Source: an optimization exercise on an open RTL-to-GDS flow (aim: small area, a short achievable clock period and few clock cycles per item). Production flows keep margins and buffers that such runs may drop. Function was checked by simulation only, so behaviour that the tests miss may differ from the original. No activity file was given, so power comes from the tool's default toggle rates.

==> run.sh <==
#!/bin/bash
# synth_recipe.tcl (not shown) runs the flow's synth.tcl, then flattens the netlist and writes it again
# the make line also repeats each setting of config.mk as NAME=value (left out here)
make -C /OpenROAD-flow-scripts/flow DESIGN_CONFIG=/design/flow/config.mk WORK_HOME=/design/flow/orfs CLKGATE_MAP_FILE= SYNTH_SCRIPT=/design/flow/synth_recipe.tcl finish
==> config.mk <==
export PLATFORM = sky130hd
export DESIGN_NAME = fcfs_multi_server_job_scheduler
export DESIGN_NICKNAME = fcfs_multi_server_job_scheduler
export VERILOG_FILES = /design/flow/design.v
export SDC_FILE = /design/flow/constraint.sdc
export NUM_CORES = 4
export LEC_CHECK = 0
export CAP_MARGIN = 20
export CORE_MARGIN = 2
export CORE_UTILIZATION = 40
export SLEW_MARGIN = 20
==> constraint.sdc <==
create_clock -name core_clock -period 6.5 [get_ports {clk}]
set_input_delay 1.3000 -clock core_clock [delete_from_list [all_inputs] [get_ports {clk}]]
set_output_delay 1.3000 -clock core_clock [all_outputs]
set_load 0.01 [all_outputs]
==> design.v <==
`default_nettype none
package fcfs_pkg;
  localparam int ID_W       = 7;
  localparam int OPND_W     = 7;
  localparam int TIME_W     = 14;
  localparam int SRV_W      = 3;
  localparam int NS_W       = 4;
  localparam int RESULT_CAP = 8;
  localparam int QUEUE_DEPTH = 2;
  localparam int IN_TDATA_W  = 24;
  localparam int OUT_TDATA_W = 32;
  localparam int OB_SRV_LSB  = 0;
  localparam int OB_BUSY     = 3;
  localparam int OB_ID_LSB   = 4;
  localparam int OB_LEFT_LSB = 11;
  localparam int OB_DROP     = 25;
  localparam int OB_DONE     = 26;
  localparam int OB_USED     = 27;
  localparam logic OP_ARRIVAL = 1'b0;
  localparam logic OP_TICK    = 1'b1;
  localparam logic KIND_ACK   = 1'b0;
  localparam logic KIND_SLOT  = 1'b1;
  localparam int CMD_W     = 1 + ID_W + TIME_W;
  localparam int C_OP      = ID_W + TIME_W;
  localparam int C_ID_LSB  = TIME_W;
  localparam int C_SVC_LSB = 0;
  localparam int ENT_W      = ID_W + TIME_W;
  localparam int E_ID_LSB   = TIME_W;
  localparam int E_LEFT_LSB = 0;
  localparam int RES_W      = 1 + SRV_W + 1 + ID_W + TIME_W + 3;
  localparam int R_KIND     = SRV_W + 1 + ID_W + TIME_W + 3;
  localparam int R_SRV_LSB  = 1 + ID_W + TIME_W + 3;
  localparam int R_BUSY     = ID_W + TIME_W + 3;
  localparam int R_ID_LSB   = TIME_W + 3;
  localparam int R_LEFT_LSB = 3;
  localparam int R_DROP     = 2;
  localparam int R_DONE     = 1;
  localparam int R_LAST     = 0;
endpackage
`default_nettype wire
`default_nettype none
module fcfs_front
(
  input  wire logic                  in_tvalid,
  output logic                       in_tready,
  input  wire logic [fcfs_pkg::IN_TDATA_W-1:0] in_tdata,
  input  wire logic                  in_tuser,
  output logic                       push_valid,
  input  wire logic                  push_ready,
  output logic [fcfs_pkg::CMD_W-1:0]                       push_cmd
);
  logic [fcfs_pkg::OPND_W-1:0]   weight;
  logic [fcfs_pkg::OPND_W-1:0]   amount;
  logic [2*fcfs_pkg::OPND_W-1:0] prod;
  assign weight = in_tdata[fcfs_pkg::ID_W +: fcfs_pkg::OPND_W];
  assign amount = in_tdata[fcfs_pkg::ID_W+fcfs_pkg::OPND_W +: fcfs_pkg::OPND_W];
  assign prod = weight * amount;
  assign in_tready  = push_ready;
  assign push_valid = in_tvalid;
  always_comb begin
    push_cmd[fcfs_pkg::C_OP]       = in_tuser;
    push_cmd[fcfs_pkg::C_ID_LSB +: fcfs_pkg::ID_W]   = in_tdata[fcfs_pkg::ID_W-1:0];
    push_cmd[fcfs_pkg::C_SVC_LSB +: fcfs_pkg::TIME_W] = prod[fcfs_pkg::TIME_W-1:0];
  end
endmodule
`default_nettype wire
`default_nettype none
module fcfs_queue
(
  input  wire logic clk,
  input  wire logic rst_n,
  input  wire logic push_valid,
  output logic      push_ready,
  input  wire logic [fcfs_pkg::CMD_W-1:0] push_cmd,
  output logic      pop_valid,
  input  wire logic pop_ready,
  output logic [fcfs_pkg::CMD_W-1:0]      pop_cmd
);
  localparam int PTR_W = $clog2(fcfs_pkg::QUEUE_DEPTH);
  localparam int CNT_W = $clog2(fcfs_pkg::QUEUE_DEPTH + 1);
  logic [fcfs_pkg::CMD_W-1:0]             slot_r [fcfs_pkg::QUEUE_DEPTH];
  logic [PTR_W-1:0] wr_ptr_r;
  logic [PTR_W-1:0] rd_ptr_r;
  logic [CNT_W-1:0] cnt_r;
  logic             do_push;
  logic             do_pop;
  assign push_ready = (cnt_r != CNT_W'(fcfs_pkg::QUEUE_DEPTH));
  assign pop_valid  = (cnt_r != '0);
  assign pop_cmd    = slot_r[rd_ptr_r];
  assign do_push    = push_valid && push_ready;
  assign do_pop     = pop_valid && pop_ready;
  always_ff @(posedge clk) begin
    if (do_push) begin
      slot_r[wr_ptr_r] <= push_cmd;
    end
  end
  always_ff @(posedge clk) begin
    if (!rst_n) begin
      wr_ptr_r <= '0;
      rd_ptr_r <= '0;
      cnt_r    <= '0;
    end else begin
      if (do_push) begin
        wr_ptr_r <= (wr_ptr_r == PTR_W'(fcfs_pkg::QUEUE_DEPTH - 1)) ? '0 : wr_ptr_r + 1'b1;
      end
      if (do_pop) begin
        rd_ptr_r <= (rd_ptr_r == PTR_W'(fcfs_pkg::QUEUE_DEPTH - 1)) ? '0 : rd_ptr_r + 1'b1;
      end
      if (do_push && !do_pop) begin
        cnt_r <= cnt_r + 1'b1;
      end else if (do_pop && !do_push) begin
        cnt_r <= cnt_r - 1'b1;
      end
    end
  end
endmodule
`default_nettype wire
`default_nettype none
module fcfs_back
#(
  parameter int MAX_JOBS    = 64,
  parameter int MAX_SERVERS = 8
) (
  input  wire logic            clk,
  input  wire logic            rst_n,
  input  wire logic            cmd_valid,
  output logic                 cmd_ready,
  input  wire logic [fcfs_pkg::CMD_W-1:0]            cmd,
  input  wire logic [fcfs_pkg::NS_W-1:0] num_servers,
  output logic                 res_valid,
  input  wire logic            res_ready,
  output logic [fcfs_pkg::RES_W-1:0]                 res
);
  localparam int IDX_W    = $clog2(MAX_JOBS);
  localparam int CNT_W    = $clog2(MAX_JOBS + 1);
  localparam int SLOT_CAP = (MAX_SERVERS < fcfs_pkg::RESULT_CAP) ? MAX_SERVERS : fcfs_pkg::RESULT_CAP;
  localparam int SLOT_W   = (SLOT_CAP > 1) ? $clog2(SLOT_CAP) : 1;
  typedef enum logic [2:0] {
    S_IDLE = 3'b001,
    S_SCAN = 3'b010,
    S_EMIT = 3'b100
  } state_t;
  state_t           state_r, state_nxt;
  logic [CNT_W-1:0] job_cnt_r, job_cnt_nxt;
  logic [CNT_W-1:0] busy_cnt_r, busy_cnt_nxt;
  logic [CNT_W-1:0] rd_ptr_r, rd_ptr_nxt;
  logic             rd_vld_r, rd_vld_nxt;
  logic [IDX_W-1:0] rd_idx_r, rd_idx_nxt;
  logic [fcfs_pkg::NS_W-1:0]  served_r, served_nxt;
  logic [fcfs_pkg::NS_W-1:0]  emit_r, emit_nxt;
  logic             out_vld_r, out_vld_nxt;
  logic [fcfs_pkg::RES_W-1:0]             out_res_r, out_res_nxt;
  logic [fcfs_pkg::ENT_W-1:0]           table_mem [MAX_JOBS];
  logic [fcfs_pkg::ENT_W-1:0]           rd_data_r;
  logic [fcfs_pkg::ENT_W-1:0]           slot_buf_r [SLOT_CAP];
  logic [fcfs_pkg::ENT_W-1:0]           slot_sel;
  logic             mem_we;
  logic [IDX_W-1:0] mem_widx;
  logic [fcfs_pkg::ENT_W-1:0]           mem_wdata;
  logic             mem_re;
  logic             buf_we;
  logic             issue;
  logic             out_free;
  logic [fcfs_pkg::NS_W-1:0]  lim;
  always_comb begin
    lim = num_servers;
    if (lim == '0) begin
      lim = fcfs_pkg::NS_W'(1);
    end
    if (lim > fcfs_pkg::NS_W'(SLOT_CAP)) begin
      lim = fcfs_pkg::NS_W'(SLOT_CAP);
    end
  end
  assign out_free  = !out_vld_r || res_ready;
  assign res_valid = out_vld_r;
  assign res       = out_res_r;
  always_comb begin
    state_nxt    = state_r;
    job_cnt_nxt  = job_cnt_r;
    busy_cnt_nxt = busy_cnt_r;
    rd_ptr_nxt   = rd_ptr_r;
    rd_vld_nxt   = rd_vld_r;
    rd_idx_nxt   = rd_idx_r;
    served_nxt   = served_r;
    emit_nxt     = emit_r;
    out_vld_nxt  = out_vld_r && !res_ready;
    out_res_nxt  = out_res_r;
    cmd_ready    = 1'b0;
    mem_we       = 1'b0;
    mem_widx     = '0;
    mem_wdata    = '0;
    mem_re       = 1'b0;
    buf_we       = 1'b0;
    issue        = 1'b0;
    slot_sel     = '0;
    unique case (state_r)
      S_IDLE: begin
        if (cmd_valid) begin
          if (cmd[fcfs_pkg::C_OP] == fcfs_pkg::OP_TICK) begin
            cmd_ready  = 1'b1;
            rd_ptr_nxt = '0;
            rd_vld_nxt = 1'b0;
            served_nxt = '0;
            state_nxt  = S_SCAN;
          end else if (out_free) begin
            cmd_ready             = 1'b1;
            out_res_nxt           = '0;
            out_res_nxt[fcfs_pkg::R_KIND]      = fcfs_pkg::KIND_ACK;
            out_res_nxt[fcfs_pkg::R_ID_LSB +: fcfs_pkg::ID_W] = cmd[fcfs_pkg::C_ID_LSB +: fcfs_pkg::ID_W];
            out_res_nxt[fcfs_pkg::R_LAST]      = 1'b1;
            if (job_cnt_r == CNT_W'(MAX_JOBS)) begin
              out_res_nxt[fcfs_pkg::R_DROP] = 1'b1;
            end else begin
              mem_we                = 1'b1;
              mem_widx              = job_cnt_r[IDX_W-1:0];
              mem_wdata[fcfs_pkg::E_ID_LSB +: fcfs_pkg::ID_W]          = cmd[fcfs_pkg::C_ID_LSB +: fcfs_pkg::ID_W];
              mem_wdata[fcfs_pkg::E_LEFT_LSB +: fcfs_pkg::TIME_W]        = cmd[fcfs_pkg::C_SVC_LSB +: fcfs_pkg::TIME_W];
              job_cnt_nxt           = job_cnt_r + 1'b1;
              out_res_nxt[fcfs_pkg::R_LEFT_LSB +: fcfs_pkg::TIME_W] = cmd[fcfs_pkg::C_SVC_LSB +: fcfs_pkg::TIME_W];
              if (cmd[fcfs_pkg::C_SVC_LSB +: fcfs_pkg::TIME_W] != '0) begin
                busy_cnt_nxt = busy_cnt_r + 1'b1;
              end
            end
            out_res_nxt[fcfs_pkg::R_DONE] = (busy_cnt_nxt == '0);
            out_vld_nxt          = 1'b1;
          end
        end
      end
      S_SCAN: begin
        if (rd_vld_r && (rd_data_r[fcfs_pkg::E_LEFT_LSB +: fcfs_pkg::TIME_W] != '0) && (served_r < lim)) begin
          buf_we         = 1'b1;
          served_nxt     = served_r + 1'b1;
          mem_we         = 1'b1;
          mem_widx       = rd_idx_r;
          mem_wdata[fcfs_pkg::E_ID_LSB +: fcfs_pkg::ID_W]   = rd_data_r[fcfs_pkg::E_ID_LSB +: fcfs_pkg::ID_W];
          mem_wdata[fcfs_pkg::E_LEFT_LSB +: fcfs_pkg::TIME_W] = rd_data_r[fcfs_pkg::E_LEFT_LSB +: fcfs_pkg::TIME_W] - 1'b1;
          if (rd_data_r[fcfs_pkg::E_LEFT_LSB +: fcfs_pkg::TIME_W] == fcfs_pkg::TIME_W'(1)) begin
            busy_cnt_nxt = busy_cnt_r - 1'b1;
          end
        end
        issue = (rd_ptr_r < job_cnt_r) && (served_nxt < lim);
        if (issue) begin
          mem_re     = 1'b1;
          rd_idx_nxt = rd_ptr_r[IDX_W-1:0];
          rd_ptr_nxt = rd_ptr_r + 1'b1;
        end
        rd_vld_nxt = issue;
        if (!rd_vld_r && !issue) begin
          emit_nxt  = '0;
          state_nxt = S_EMIT;
        end
      end
      S_EMIT: begin
        if (out_free) begin
          out_res_nxt        = '0;
          out_res_nxt[fcfs_pkg::R_KIND]   = fcfs_pkg::KIND_SLOT;
          out_res_nxt[fcfs_pkg::R_SRV_LSB +: fcfs_pkg::SRV_W] = emit_r[fcfs_pkg::SRV_W-1:0];
          if (emit_r < served_r) begin
            slot_sel                = slot_buf_r[emit_r[SLOT_W-1:0]];
            out_res_nxt[fcfs_pkg::R_BUSY]   = 1'b1;
            out_res_nxt[fcfs_pkg::R_ID_LSB +: fcfs_pkg::ID_W]   = slot_sel[fcfs_pkg::E_ID_LSB +: fcfs_pkg::ID_W];
            out_res_nxt[fcfs_pkg::R_LEFT_LSB +: fcfs_pkg::TIME_W]   = slot_sel[fcfs_pkg::E_LEFT_LSB +: fcfs_pkg::TIME_W];
          end
          out_res_nxt[fcfs_pkg::R_DONE] = (busy_cnt_r == '0);
          out_res_nxt[fcfs_pkg::R_LAST]     = (emit_r == lim - 1'b1);
          out_vld_nxt          = 1'b1;
          emit_nxt             = emit_r + 1'b1;
          if (emit_r == lim - 1'b1) begin
            state_nxt = S_IDLE;
          end
        end
      end
      default: begin
        state_nxt = S_IDLE;
      end
    endcase
  end
  always_ff @(posedge clk) begin
    if (mem_we) begin
      table_mem[mem_widx] <= mem_wdata;
    end
    if (mem_re) begin
      rd_data_r <= table_mem[rd_ptr_r[IDX_W-1:0]];
    end
  end
  always_ff @(posedge clk) begin
    if (buf_we) begin
      slot_buf_r[served_r[SLOT_W-1:0]] <= rd_data_r;
    end
  end
  always_ff @(posedge clk) begin
    if (!rst_n) begin
      state_r    <= S_IDLE;
      job_cnt_r  <= '0;
      busy_cnt_r <= '0;
      rd_vld_r   <= 1'b0;
      out_vld_r  <= 1'b0;
    end else begin
      state_r    <= state_nxt;
      job_cnt_r  <= job_cnt_nxt;
      busy_cnt_r <= busy_cnt_nxt;
      rd_vld_r   <= rd_vld_nxt;
      out_vld_r  <= out_vld_nxt;
    end
  end
  always_ff @(posedge clk) begin
    rd_ptr_r  <= rd_ptr_nxt;
    rd_idx_r  <= rd_idx_nxt;
    served_r  <= served_nxt;
    emit_r    <= emit_nxt;
    out_res_r <= out_res_nxt;
  end
endmodule
`default_nettype wire
`default_nettype none
module fcfs_multi_server_job_scheduler
#(
  parameter int MAX_JOBS    = 64,
  parameter int MAX_SERVERS = 8
) (
  input  wire logic                   clk,
  input  wire logic                   rst_n,
  input  wire logic                   cfg_we,
  input  wire logic [fcfs_pkg::NS_W-1:0]        cfg_wdata,
  input  wire logic                   in_tvalid,
  output logic                        in_tready,
  input  wire logic [fcfs_pkg::IN_TDATA_W-1:0]  in_tdata,
  input  wire logic                   in_tuser,
  output logic                        out_tvalid,
  input  wire logic                   out_tready,
  output logic [fcfs_pkg::OUT_TDATA_W-1:0]      out_tdata,
  output logic                        out_tuser,
  output logic                        out_tlast
);
  logic [fcfs_pkg::NS_W-1:0] ns_r;
  logic            push_valid;
  logic            push_ready;
  logic [fcfs_pkg::CMD_W-1:0]            push_cmd;
  logic            pop_valid;
  logic            pop_ready;
  logic [fcfs_pkg::CMD_W-1:0]            pop_cmd;
  logic [fcfs_pkg::RES_W-1:0]            res;
  always_ff @(posedge clk) begin
    if (!rst_n) begin
      ns_r <= fcfs_pkg::NS_W'(1);
    end else if (cfg_we) begin
      ns_r <= cfg_wdata;
    end
  end
  fcfs_front u_front (
    .in_tvalid  (in_tvalid),
    .in_tready  (in_tready),
    .in_tdata   (in_tdata),
    .in_tuser   (in_tuser),
    .push_valid (push_valid),
    .push_ready (push_ready),
    .push_cmd   (push_cmd)
  );
  fcfs_queue u_queue (
    .clk        (clk),
    .rst_n      (rst_n),
    .push_valid (push_valid),
    .push_ready (push_ready),
    .push_cmd   (push_cmd),
    .pop_valid  (pop_valid),
    .pop_ready  (pop_ready),
    .pop_cmd    (pop_cmd)
  );
  fcfs_back #(
    .MAX_JOBS    (MAX_JOBS),
    .MAX_SERVERS (MAX_SERVERS)
  ) u_back (
    .clk         (clk),
    .rst_n       (rst_n),
    .cmd_valid   (pop_valid),
    .cmd_ready   (pop_ready),
    .cmd         (pop_cmd),
    .num_servers (ns_r),
    .res_valid   (out_tvalid),
    .res_ready   (out_tready),
    .res         (res)
  );
  always_comb begin
    out_tdata                             = '0;
    out_tdata[fcfs_pkg::OB_SRV_LSB +: fcfs_pkg::SRV_W]        = res[fcfs_pkg::R_SRV_LSB +: fcfs_pkg::SRV_W];
    out_tdata[fcfs_pkg::OB_BUSY]                    = res[fcfs_pkg::R_BUSY];
    out_tdata[fcfs_pkg::OB_ID_LSB +: fcfs_pkg::ID_W]          = res[fcfs_pkg::R_ID_LSB +: fcfs_pkg::ID_W];
    out_tdata[fcfs_pkg::OB_LEFT_LSB +: fcfs_pkg::TIME_W]      = res[fcfs_pkg::R_LEFT_LSB +: fcfs_pkg::TIME_W];
    out_tdata[fcfs_pkg::OB_DROP]                    = res[fcfs_pkg::R_DROP];
    out_tdata[fcfs_pkg::OB_DONE]                    = res[fcfs_pkg::R_DONE];
  end
  assign out_tuser = res[fcfs_pkg::R_KIND];
  assign out_tlast = res[fcfs_pkg::R_LAST];
endmodule
`default_nettype wire
==> run notes <==
-- sequential cells by signal, summed over array words and instances (netlist names), 2 cells and up, named ones only --
name	count
u_back.emit_r	4
u_back.busy_cnt_r	7
u_back.slot_buf_r	168
u_back.out_res_r	29
u_back.job_cnt_r	7
u_back.rd_data_r	21
u_queue.cnt_r	2
u_back.rd_ptr_r	7
ns_r	4
u_back.rd_idx_r	6
u_back.served_r	4
u_queue.slot_r	44
u_back.state_r	3
u_back.table_mem	1344
-- synth_stat cells, types with 8 or more instances --
cell / number / share of area [%]
o21ai_0: 23 / 0.17
nand3_1: 21 / 0.16
mux2i_1: 51 / 0.77
xnor2_1: 30 / 0.40
nand2_1: 80 / 0.45
edfxtp_1: 1627 / 74
xor2_1: 17 / 0.23
dfxtp_1: 31 / 0.94
o22ai_1: 39 / 0.37
inv_1: 49 / 0.28
and2_1: 35 / 0.33
buf_2: 34 / 0.26
nor4_1: 13 / 0.12
and3_1: 9 / 0.085
mux4_2: 483 / 16
nor3_1: 34 / 0.26
buf_1: 16 / 0.091
ha_1: 60 / 1.1
nand4_1: 9 / 0.085
or3_1: 9 / 0.085
a31oi_1: 8 / 0.076
nand2b_1: 10 / 0.095
nor2_1: 114 / 0.65
a21oi_1: 25 / 0.19
fa_1: 24 / 0.73
clkbuf_1: 93 / 0.53
-- per-stage QoR --
step / worst slack, ps / total power, W / hold slack, ps / util (%) / cell area [um^2]
detailed placement: 570 / 0.0187 / 491 / 42.8 / 70400
finish: 1350 / 0.0277 / 488 / 46.1 / 75800
CTS: 1390 / 0.0280 / 507 / 46.1 / 75800
floorplan: 1300 / 0.0164 / 432 / - / 66100
global placement: 544 / 0.0186 / 484 / 42.8 / 70400
global route: 1060 / 0.0287 / 518 / 46.1 / 75800
-- layout make-up --
cell class | instances | area (um^2)
flip-flops and latches | 1658 | 49500
inverters | 49 | 184
diodes | 7 | 17.5
well taps | 2189 | 2740
repair buffers | 190 | 1770
clock buffers | 213 | 4450
fillers | 13600 | 88600
multi-input cells | 1168 | 16300
clock inverters | 92 | 905
-- power by group through the flow --
stage | Sequential [W] | Clock [W] | Combinational [W]
2_1_floorplan | 0.0130 | 0 | 0.00343
3_3_place_gp | 0.0130 | 0 | 0.00561
3_5_place_dp | 0.0130 | 0 | 0.00567
4_1_cts | 0.0128 | 0.00954 | 0.00569
5_1_grt | 0.0128 | 0.00995 | 0.00594
6_report | 0.0128 | 0.00937 | 0.00559
-- cell families (layout without fill, tap and decap cells) --
group | Yosys count | after routing | share of synthesized area (%)
flip-flops | 1658 | 1658 | 74.9
multiplexers | 538 | 538 | 17.3
AND/OR/NAND/NOR | 358 | 358 | 2.67
buffers and inverters | 201 | 544 | 1.28
AO/OA/AOI/OAI | 136 | 136 | 1.35
adder cells (fa/ha/maj) | 84 | 84 | 1.86
XOR/XNOR | 47 | 47 | 0.623
other | 1 | 12 | 0.00568
-- critical path: cells and delay by family --
family | cells | cell delay [ps]
AO/OA/AOI/OAI | 3 | 750
AND/OR/NAND/NOR | 4 | 530
XOR/XNOR | 1 | 150
buffers and inverters | 3 | 660
adder cells (fa/ha/maj) | 5 | 2290
-- routing by layer --
metal  vias up  wire length, um  part of all wire (%)
li1      13100                -                     -
met1     16900            65400                    42
met2      1076            78300                    50
met3       198             9810                   6.2
met4         4             3490                   2.2
met5         -               27                 0.017
-- how the worst min path moves through the flow --
stage,slack [ps],to,depth (start not counted)
3_5_place_dp,490,u_back.busy_cnt_r[6],2
6_report,490,ns_r[0],2
2_1_floorplan,430,ns_r[0],2
3_3_place_gp,480,ns_r[0],2
4_1_cts,510,u_back.busy_cnt_r[6],2
5_1_grt,520,ns_r[0],2
==> impl_metrics.ini <==
[clocking]
htreeDepth = 4
clkSinkCount = 1658
ctsResizeCount = 0
cts_hold_buf = 0
cts_tree = yes
cts_buffers = 168
cts_setup_buffers = 0
clock-root-buffer = clkbuf_16
clock_latency_ps = 830
clk_pin_slew_ps = 50
ctsLongestPathBuffers = 3

[power_and_ir_drop]
internal-power_w = 0.0202
ir_worst_vdd_v = 0.000225
powerDensity_nw_per_um2 = 366
power_frac_comb_pct = 20.2
p_sw_share_pct = 27.3
p_leak_nw = 23.9
clockPowerShare_pct = 33.8
power_frac_seq_pct = 46.0
p_sw_w = 0.00758

[finish]
final_common_cell = edfxtp_1
final_cell_mix = edfxtp_1 (1627), mux4_2 (483), clkbuf_16 (170)
areaGrowthSynthToFinish_pct = 14.8
instances_no_fill = 5566
fin_nets = 3353
drive_gt1_share_pct = 28.4

[timing]
setup_viol = 0
rsz0062_at_grt = false
skew_ps = 52.2
setup_tns_ps = 0
worst_slew_pin_slew_ps = 1100
fin_crit_sh_pct = 79.2
slew_violations = 0
maxSlewHeadroom_pct = 26.1
min_period_ps = 5150
hold_viol_final = 0
fmax_mhz = 194

[worst_setup_path]
rr_endpoint = u_back.table_mem[32][9]
crit_path_frequent_cell = fa_1
crit_type = in -> reg
start_kind = primary input
cp_slowest_cell = clkdlybuf4s50_1
crit_end = u_queue.slot_r[1][13]
max_stage_delay_ps = 550
cp.required_ps = 7010
crit_path_cell_trace = clkdlybuf4s50_1, and2_1, fa_1, inv_1, fa_1, fa_1, inv_1, fa_1, ha_1, nor3_1, nor2_1, a31oi_1, nor2b_1, o21a_1, o41ai_1, xnor2_1
critPathArrivalTime_ps = 5660
end_kind = flop
timing.rr.start = ns_r[3]
cp_max_fo = 7
reg2reg_slack_ps = 2060
startpoint = in_tdata[11]
reg2reg_depth = 11

[yosys]
synth_seq_area_share_pct = 74.9
synthesis.area_um2 = 66100
synthFlopType = edfxtp_1
synthCells = 3023
synth_edf_count = 1627
yosysWarningCount = 4
ys_seq_elements = 1658
syn_area_per_cell_um2 = 21.9
ys_async_sr_fraction_pct = 0
yosysUniqueCellTypes = 67

[routing]
vias = 31300
wl_per_cell_um = 28.2
routed_via_density = 5.62
ant_nets = 0
drc = 0
dr.first_iter.drc_count = 3659
drt_wl_total_mm = 157
drtPass1Iterations = 5

[placed_design]
io_buffer_count = 61
gp_congestion = 0.830
dp.cells = 5253
hpwl_mm = 91.3

[global_routing]
grt_pass1_vias = 31600
grtUsageMet1_pct = 26.2
grt.overflow.total = 0
grt_util_met3_pct = 3.08
grt_max_degree = 110
grt_pass1_wl_mm = 228
antenna_found_initial = 11
grt_use_total_pct = 18.8
met2_usage_pct = 30.9
grt-busiest-layer = met2

[floorplanning]
start_util_pct = 40.2
fp.dieW_um = 410
die_area_um2 = 168000
pin_count = 70
rows = 149
die_h_um = 410
coreArea_um2 = 164000

[hold_path]
min-delay-start = ns_r[0]
hold_class = reg -> reg

[flow_run]
cap_violations = 0

[status]
outcome = complete, no violations
Testbench counts, summed over its fixed seeds: cycles 113,373, items 4,000.

## port drivers added, routing unchanged
No port has a modelled driver above. Below, the same layout with a new extraction and two added sets of constraints.
Step 1 assumes that a clkbuf_16 drives the clock port and a buf_2 every other input.
Step 2 times the ports against the registers' clock, not the clock port: input delays grow and output delays shrink by t, the midpoint of the rising clock arrivals with the driver on.
Three values: ideal, step 1, step 2; two values: the first two.
shift t [ns]: 0.880
setup slack, ns: 1.353 / 1.409 / 0.529
slew at the worst register clock pin (ns): 0.07 / 0.07
After both steps this run still meets setup and hold. The setup slack of this run moves by +0.056 ns with the drivers and by -0.824 ns with both steps.
